Source: an optimization exercise on an open RTL-to-GDS flow (aim: small area, a short achievable clock period and few clock cycles per item). Production flows keep margins and buffers that such runs may drop. Only simulation tests tie the RTL to the original design; equivalence was not proved.

lane 1:
// pid_mc_core
module pid_mc_core #(
   parameter int                        W         = 16,
   parameter int                        FRAC      = 15,
   parameter int                        IACC_W    = 32,
   parameter int                        NCH       = 4,
   parameter logic signed [IACC_W-1:0]  I_ACC_MAX = 32'sh0FFFFFFF,
   parameter logic signed [IACC_W-1:0]  I_ACC_MIN = -32'sh10000000,
   parameter int                        DF_SHIFT  = 2,
   localparam int                       CH_W      = $clog2(NCH)
) (
   input  logic            clk,
   input  logic            rst_n,
   input  logic            in_valid,
   output logic            in_ready,
   input  logic [CH_W-1:0] in_ch,
   input  logic [W-1:0]    v_in,
   input  logic [W-1:0]    v_ref,
   input  logic            cfg_we,
   input  logic [CH_W-1:0] cfg_ch,
   input  logic [1:0]      cfg_sel,
   input  logic [W-1:0]    cfg_data,
   input  logic            ch_clr,
   input  logic [CH_W-1:0] ch_clr_id,
   output logic            out_valid,
   output logic [CH_W-1:0] out_ch,
   output logic [W-1:0]    u_out,
   output logic            u_sat
);
Size: about 7,900 cells after synthesis, ~1,300 flip-flops, roughly 82 I/O pins, about 73,000 µm² of cells after synthesis.
Settings: LEC_CHECK=0, ABC_AREA=1, CAP_MARGIN=20, CORE_MARGIN=2, CORE_UTILIZATION=40, SETUP_SLACK_MARGIN=5, SLEW_MARGIN=20; clock period 10.0 ns.
standard.sh (not shown) runs the stock make flow with config.mk's settings and CLKGATE_MAP_FILE= SYNTH_SCRIPT=/design/flow/synth_recipe.tcl, a recipe that flattens the netlist after the stock synthesis.
==> flow/flow/run.sh <==
#!/bin/bash
# Standard layout, with timing repair aimed below the clock period (repair_timing
# works towards a setup slack of MARGIN ns at the design's period) and a clock tree
# built without dummy balancing loads.
set -euo pipefail
MARGIN=${MARGIN:-6.6}
CTS="-sink_clustering_enable -repair_clock_nets -dont_use_dummy_load -sink_clustering_size 30 -sink_clustering_max_diameter 100"
bash standard.sh synth > synth.log 2>&1
bash standard.sh SETUP_SLACK_MARGIN=$MARGIN "CTS_ARGS=$CTS" finish > layout.log 2>&1
Testbench counts of lane 1, summed over its fixed seeds: cycles 4,943, items 4,800.
Modified inputs, lane 2 compared to lane 1
- CORE_UTILIZATION now 55, was 40
-- flow/flow/run.sh --
<<< lane 1, line 6
MARGIN=${MARGIN:-6.6}
CTS="-sink_clustering_enable -repair_clock_nets -dont_use_dummy_load -sink_clustering_size 30 -sink_clustering_max_diameter 100"
bash standard.sh synth > synth.log 2>&1
>>> lane 2, line 6
MARGIN=${MARGIN:-6.6}
CTS="-sink_clustering_enable -repair_clock_nets -dont_use_dummy_load -sink_clustering_size 24 -sink_clustering_max_diameter 80"
bash standard.sh synth > synth.log 2>&1
Findings:
Relative to lane 1, first-iteration DRC count increased by 32% in lane 2.
Area added between synthesis and finish ends up lower on lane 2.
The core of lane 2 is more densely filled than that of lane 1.
Per the comparison of lane 2 with lane 1, met1 wire length went up, first-pass GRT wire length went up, number of optimization iterations in the first detailed-route pass went up.
Between lane 1 and lane 2, the cell count went down.
The inputs of lane 3 differ from those of lane 2 as listed below.
- CORE_UTILIZATION changed from 55 to 40
-- flow/flow/run.sh --
<<< lane 2, line 5
set -euo pipefail
MARGIN=${MARGIN:-6.6}
CTS="-sink_clustering_enable -repair_clock_nets -dont_use_dummy_load -sink_clustering_size 24 -sink_clustering_max_diameter 80"
>>> lane 3, line 5
set -euo pipefail
MARGIN=${MARGIN:-6.8}
CTS="-sink_clustering_enable -repair_clock_nets -dont_use_dummy_load -sink_clustering_size 24 -sink_clustering_max_diameter 80"
Notes after the runs:
Lane 3: done, clean on timing, DRC and antenna. Total wirelength of the detailed-routed design | lane 3 below lane 2. Routed wire length on met2: lane 2 and lane 3 compared, lower one is lane 2. Per the comparison of lane 3 with lane 2, slew at the pin with the worst max-slew slack saw a decrease; utilization after layout saw a decrease; period utilization saw a decrease. Worst setup path startpoint = s5_pd[19]: lane 3; worst setup path startpoint = s1_vr[0]: lane 2.
--- input diff lane 3..lane 4 ---
==> flow/flow/run.sh <==
#!/bin/bash
# Standard layout, with timing repair aimed below the clock period: repair_timing
# works towards a setup slack of MARGIN ns at the design's period.
set -euo pipefail
MARGIN=${MARGIN:-6.9}
bash standard.sh synth > synth.log 2>&1
bash standard.sh SETUP_SLACK_MARGIN=$MARGIN finish > layout.log 2>&1
Notes after the runs:
- Between lane 4 and lane 3, the final critical-path setup slack figures differ only marginally.
- On utilization, the lower figure sits with lane 3, not lane 4.
- Looking at final wirelength, lane 4 sits above lane 3.

---

Starting RTL as in the previous note.
Settings: LEC_CHECK=0, ABC_AREA=1, CAP_MARGIN=20, CORE_MARGIN=2, CORE_UTILIZATION=40, SETUP_SLACK_MARGIN=5, SLEW_MARGIN=20; clock period 10.0 ns.
==> flow/flow/run.sh <==
#!/bin/bash
# Standard layout, with timing repair aimed below the clock period (repair_timing
# works towards a setup slack of MARGIN ns at the design's period) and a clock tree
# built without dummy balancing loads.
set -euo pipefail
MARGIN=${MARGIN:-6.45}
CTS="-sink_clustering_enable -repair_clock_nets -dont_use_dummy_load -sink_clustering_size 24 -sink_clustering_max_diameter 80"
bash standard.sh synth > synth.log 2>&1
bash standard.sh SETUP_SLACK_MARGIN=$MARGIN "CTS_ARGS=$CTS" finish > layout.log 2>&1
The baseline completed with no timing, DRC or antenna violations.
Testbench counts at the start, summed over its fixed seeds: cycles 4,943, items 4,800.
Rerun with:
==> flow/flow/run.sh (replaced) <==
#!/bin/bash
# Standard layout, with timing repair aimed below the clock period: repair_timing
# works towards a setup slack of MARGIN ns at the design's period.
set -euo pipefail
MARGIN=${MARGIN:-6.6}
bash standard.sh synth > synth.log 2>&1
bash standard.sh SETUP_SLACK_MARGIN=$MARGIN finish > layout.log 2>&1
ABC_AREA = 0   (was 1)
Hold slack improved by 0.0046 ns.
Synthesized area is lower by a few percent.
Clock-buffer cell count is higher by 116.
Setup slack got worse by 0.56 ns.
Wire length is lower by roughly a tenth.
Maximum frequency is lower by roughly a tenth.
Via count is lower by roughly a tenth.
Rerun with:
ABC_AREA = 1   (was 0)
After rerunning:
- setup slack gains 0.67 ns
- non-clock buffer count shrinks by 118
- final area grows slightly
Rerun with:
--- a/flow/flow/run.sh
+++ b/flow/flow/run.sh
@@ -4,3 +4,3 @@
 set -euo pipefail
-MARGIN=${MARGIN:-6.6}
+MARGIN=${MARGIN:-6.3}
 bash standard.sh synth > synth.log 2>&1
Outcome:
- The changed run finished clean
- clock-buffer cell count does not change
- first-iteration DRC count shrinks by 1.2%
- utilization shrinks by 1.4 points
- via count falls by 1.4%
- die area does not change
- sequential cell count is unchanged
- clock skew is higher by 0.0032 ns
- wire length fell by 2.5%

---

## JK
Another version of the RTL of pid_mc_core (not shown whole).
Size: roughly 7900 cells after synthesis, about 82 I/O pins, ~71000 um^2 of cells after synthesis.
Settings: LEC_CHECK=0, ABC_AREA=1, CAP_MARGIN=20, CORE_MARGIN=2, CORE_UTILIZATION=40, SETUP_SLACK_MARGIN=5, SLEW_MARGIN=20; clock period 10.0 ns.
==> flow/flow/run.sh <==
#!/bin/bash
# Standard layout, with timing repair aimed below the clock period: repair_timing
# works towards a setup slack of MARGIN ns at the design's period.
set -euo pipefail
MARGIN=${MARGIN:-6.0}
bash standard.sh synth > synth.log 2>&1
bash standard.sh SETUP_SLACK_MARGIN=$MARGIN finish > layout.log 2>&1
Testbench counts of JK, summed over its fixed seeds: cycles 4,943, items 4,800.
Input changes introduced in MS (baseline for comparison: JK):
diff --git a/flow/flow/run.sh b/flow/flow/run.sh
--- a/flow/flow/run.sh
+++ b/flow/flow/run.sh
@@ -5 +5 @@
-MARGIN=${MARGIN:-6.0}
+MARGIN=${MARGIN:-6.3}
Results
- On MS: via count of the first global-routing pass is 767 higher than what JK gave.
- MS vs. JK: multi-input gate area in the final layout increased 2.3%; final core utilization increased 1.4 points.
- When MS is set beside JK, its data required time of the critical path turns out to be 0.05 ns smaller.
- Re gate count after technology mapping: no difference whatsoever between JK and MS.
- The maximum clock frequency of MS is higher than that of JK.
- On final critical-path setup slack, MS does better than JK.
Here is what was changed in the inputs of AL compared with MS.
diff --git a/flow/flow/run.sh b/flow/flow/run.sh
--- a/flow/flow/run.sh
+++ b/flow/flow/run.sh
@@ -5 +5 @@
-MARGIN=${MARGIN:-6.3}
+MARGIN=${MARGIN:-6.55}
==> comparison <==
MS reports its top routing layer in use as met4 while AL reports met5. Comparing AL and MS, the higher shortest period the worst path allows is on MS. Number of clock sinks: MS vs AL identical. Taking MS as the reference, in AL signed area change from the synthesized netlist to the final layout increased by 6.5 points relative to the old numbers; arrival time at the worst endpoint increased by 0.10 ns relative to the old numbers. For number of H-tree branching levels, AL and MS come out practically identical. AL vs MS: sequential share of layout area down in AL. There was hardly any difference in post-placement cell area between MS and AL. In AL, the highest achievable clock rate came out about 0.75% above the value in MS.

---

Setup of build 3:
Another version of the RTL of pid_mc_core (not shown whole).
For scale: roughly 82 I/O pins, ~72,000 um^2 of cells after synthesis.
## pid_mc_core
module pid_mc_core #(
   parameter int                        W         = 16,
   parameter int                        FRAC      = 15,
   parameter int                        IACC_W    = 32,
   parameter int                        NCH       = 4,
   parameter logic signed [IACC_W-1:0]  I_ACC_MAX = 32'sh0FFFFFFF,
   parameter logic signed [IACC_W-1:0]  I_ACC_MIN = -32'sh10000000,
   parameter int                        DF_SHIFT  = 2,
   localparam int                       CH_W      = $clog2(NCH)
) (
   input  logic            clk,
   input  logic            rst_n,
   input  logic            in_valid,
   output logic            in_ready,
   input  logic [CH_W-1:0] in_ch,
   input  logic [W-1:0]    v_in,
   input  logic [W-1:0]    v_ref,
   input  logic            cfg_we,
   input  logic [CH_W-1:0] cfg_ch,
   input  logic [1:0]      cfg_sel,
   input  logic [W-1:0]    cfg_data,
   input  logic            ch_clr,
   input  logic [CH_W-1:0] ch_clr_id,
   output logic            out_valid,
   output logic [CH_W-1:0] out_ch,
   output logic [W-1:0]    u_out,
   output logic            u_sat
);
   localparam int AW  = 29;
   localparam int EW  = W + 1;           
   localparam int DW  = W + 2;           
   localparam int MW  = AW + W;          
   localparam int PW  = EW + W;          
  ...
clock: 10.0 ns
lec_check: 0
abc_area: 1
cap_margin: 20
core_margin: 2
core_utilization: 40
setup_slack_margin: 5
slew_margin: 20
==> flow/flow/run.sh <==
#!/bin/bash
# Standard layout, with timing repair aimed below the clock period: repair_timing
# works towards a setup slack of MARGIN ns at the design's period.
set -euo pipefail
MARGIN=${MARGIN:-6.0}
bash standard.sh synth > synth.log 2>&1
bash standard.sh SETUP_SLACK_MARGIN=$MARGIN finish > layout.log 2>&1
Testbench counts of build 3, summed over its fixed seeds: cycles 4,997, items 4,800.
What build 75 does differently from build 3 at the input level:
==> flow/flow/run.sh <==
#!/bin/bash
# Standard layout, with timing repair aimed below the clock period: repair_timing
# works towards a setup slack of MARGIN ns at the design's period.
set -euo pipefail
MARGIN=${MARGIN:-6.7}
bash standard.sh synth > synth.log 2>&1
bash standard.sh SETUP_SLACK_MARGIN=$MARGIN finish > layout.log 2>&1
Notes after the runs:
- Build 75 ends up with higher routed wire length than build 3 does.
- For build 75, the source of the critical timing path was s4_dist[1]$_DFF_P_, unlike build 3, where it was s2_dn[2]$_DFF_P_.
- Cell area | build 75 vs build 3 | build 75 larger
- Taking build 3 as the reference, in build 75 post-cts repair resize count went up about 1000%, final critical path time including I/O delays and setup moved down, final worst-path setup slack picked up an extra 220 ps.
diff inputs: build 75 => build 56
==> flow/run.sh (new file) <==
#!/bin/bash
# synth_recipe.tcl (not shown) runs the flow's synth.tcl, then flattens the netlist and writes it again
# the make line also repeats each setting of config.mk as NAME=value (left out here)
make -C /OpenROAD-flow-scripts/flow DESIGN_CONFIG=/design/flow/config.mk WORK_HOME=/design/flow/orfs CLKGATE_MAP_FILE= SYNTH_SCRIPT=/design/flow/synth_recipe.tcl finish
removed: flow/flow/run.sh
removed: flow/standard.sh
- On final RePlAce weighted congestion, build 56 and build 75 are neck and neck.
- Launching element of the worst setup path = s4_dist[0]$_DFF_P_: build 56; launching element of the worst setup path = s4_dist[1]$_DFF_P_: build 75
- Build 56 ended up with a higher fraction of standard cell area that is sequential than build 75 did.
- Fmax: build 56 lower than build 75

==> port drivers added, routing unchanged <==
Ports are ideal in the flow. The routed layouts listed here were re-timed in OpenROAD.
Step 1, drivers: a clkbuf_16 drives clk and a buf_2 each remaining input, both assumed.
Step 2 also shifts input and output timing later by t, the mid clock arrival at the registers, as if the neighbouring blocks saw the same clock.
Slacks: ideal / step 1 / step 2; pairs: ideal / step 1.
| run | t, ns | setup slack, ns | hold WS [ns] | slew at the worst register clock pin (ns) |
|---|---|---|---|---|
| lane 1 | 0.809 | 6.536 / 6.536 / 6.276 | 0.309 / 0.309 / 0.309 | 0.12 / 0.12 |
| lane 2 | 0.773 | 6.470 / 6.470 / 6.418 | 0.279 / 0.279 / 0.279 | 0.10 / 0.10 |
| lane 3 | 0.791 | 6.608 / 6.608 / 6.259 | 0.320 / 0.320 / 0.320 | 0.10 / 0.10 |
| lane 4 | 0.887 | 6.608 / 6.537 / 6.313 | 0.323 / 0.323 / 0.323 | 0.07 / 0.07 |
| the first run of note 2 | 0.778 | 6.446 / 6.446 / 6.301 | 0.316 / 0.316 / 0.316 | 0.10 / 0.10 |
| the second run of note 2 | 0.877 | 5.888 / 5.888 / 5.888 | 0.320 / 0.320 / 0.320 | 0.07 / 0.07 |
| the third run of note 2 | 0.888 | 6.558 / 6.558 / 6.279 | 0.312 / 0.312 / 0.312 | 0.07 / 0.07 |
| the fourth run of note 2 | 0.893 | 6.331 / 6.286 / 6.289 | 0.312 / 0.312 / 0.312 | 0.07 / 0.07 |
| JK | 0.863 | 6.021 / 6.021 / 6.021 | 0.308 / 0.308 / 0.308 | 0.07 / 0.07 |
| MS | 0.845 | 6.372 / 6.292 / 6.063 | 0.314 / 0.314 / 0.314 | 0.07 / 0.07 |
| AL | 0.867 | 6.399 / 6.399 / 6.148 | 0.312 / 0.312 / 0.312 | 0.08 / 0.08 |
| build 3 | 0.871 | 6.084 / 6.045 / 5.905 | 0.312 / 0.312 / 0.312 | 0.07 / 0.07 |
| build 75 | 0.900 | 6.301 / 6.301 / 6.059 | 0.290 / 0.290 / 0.290 | 0.07 / 0.07 |
| build 56 | 0.869 | 5.401 / 5.401 / 5.401 | 0.313 / 0.313 / 0.313 | 0.07 / 0.07 |
After both steps every run listed still meets setup and hold. The setup slack of lane 3, which loses most, moves by 0.000 ns with the drivers and by -0.349 ns with both steps.
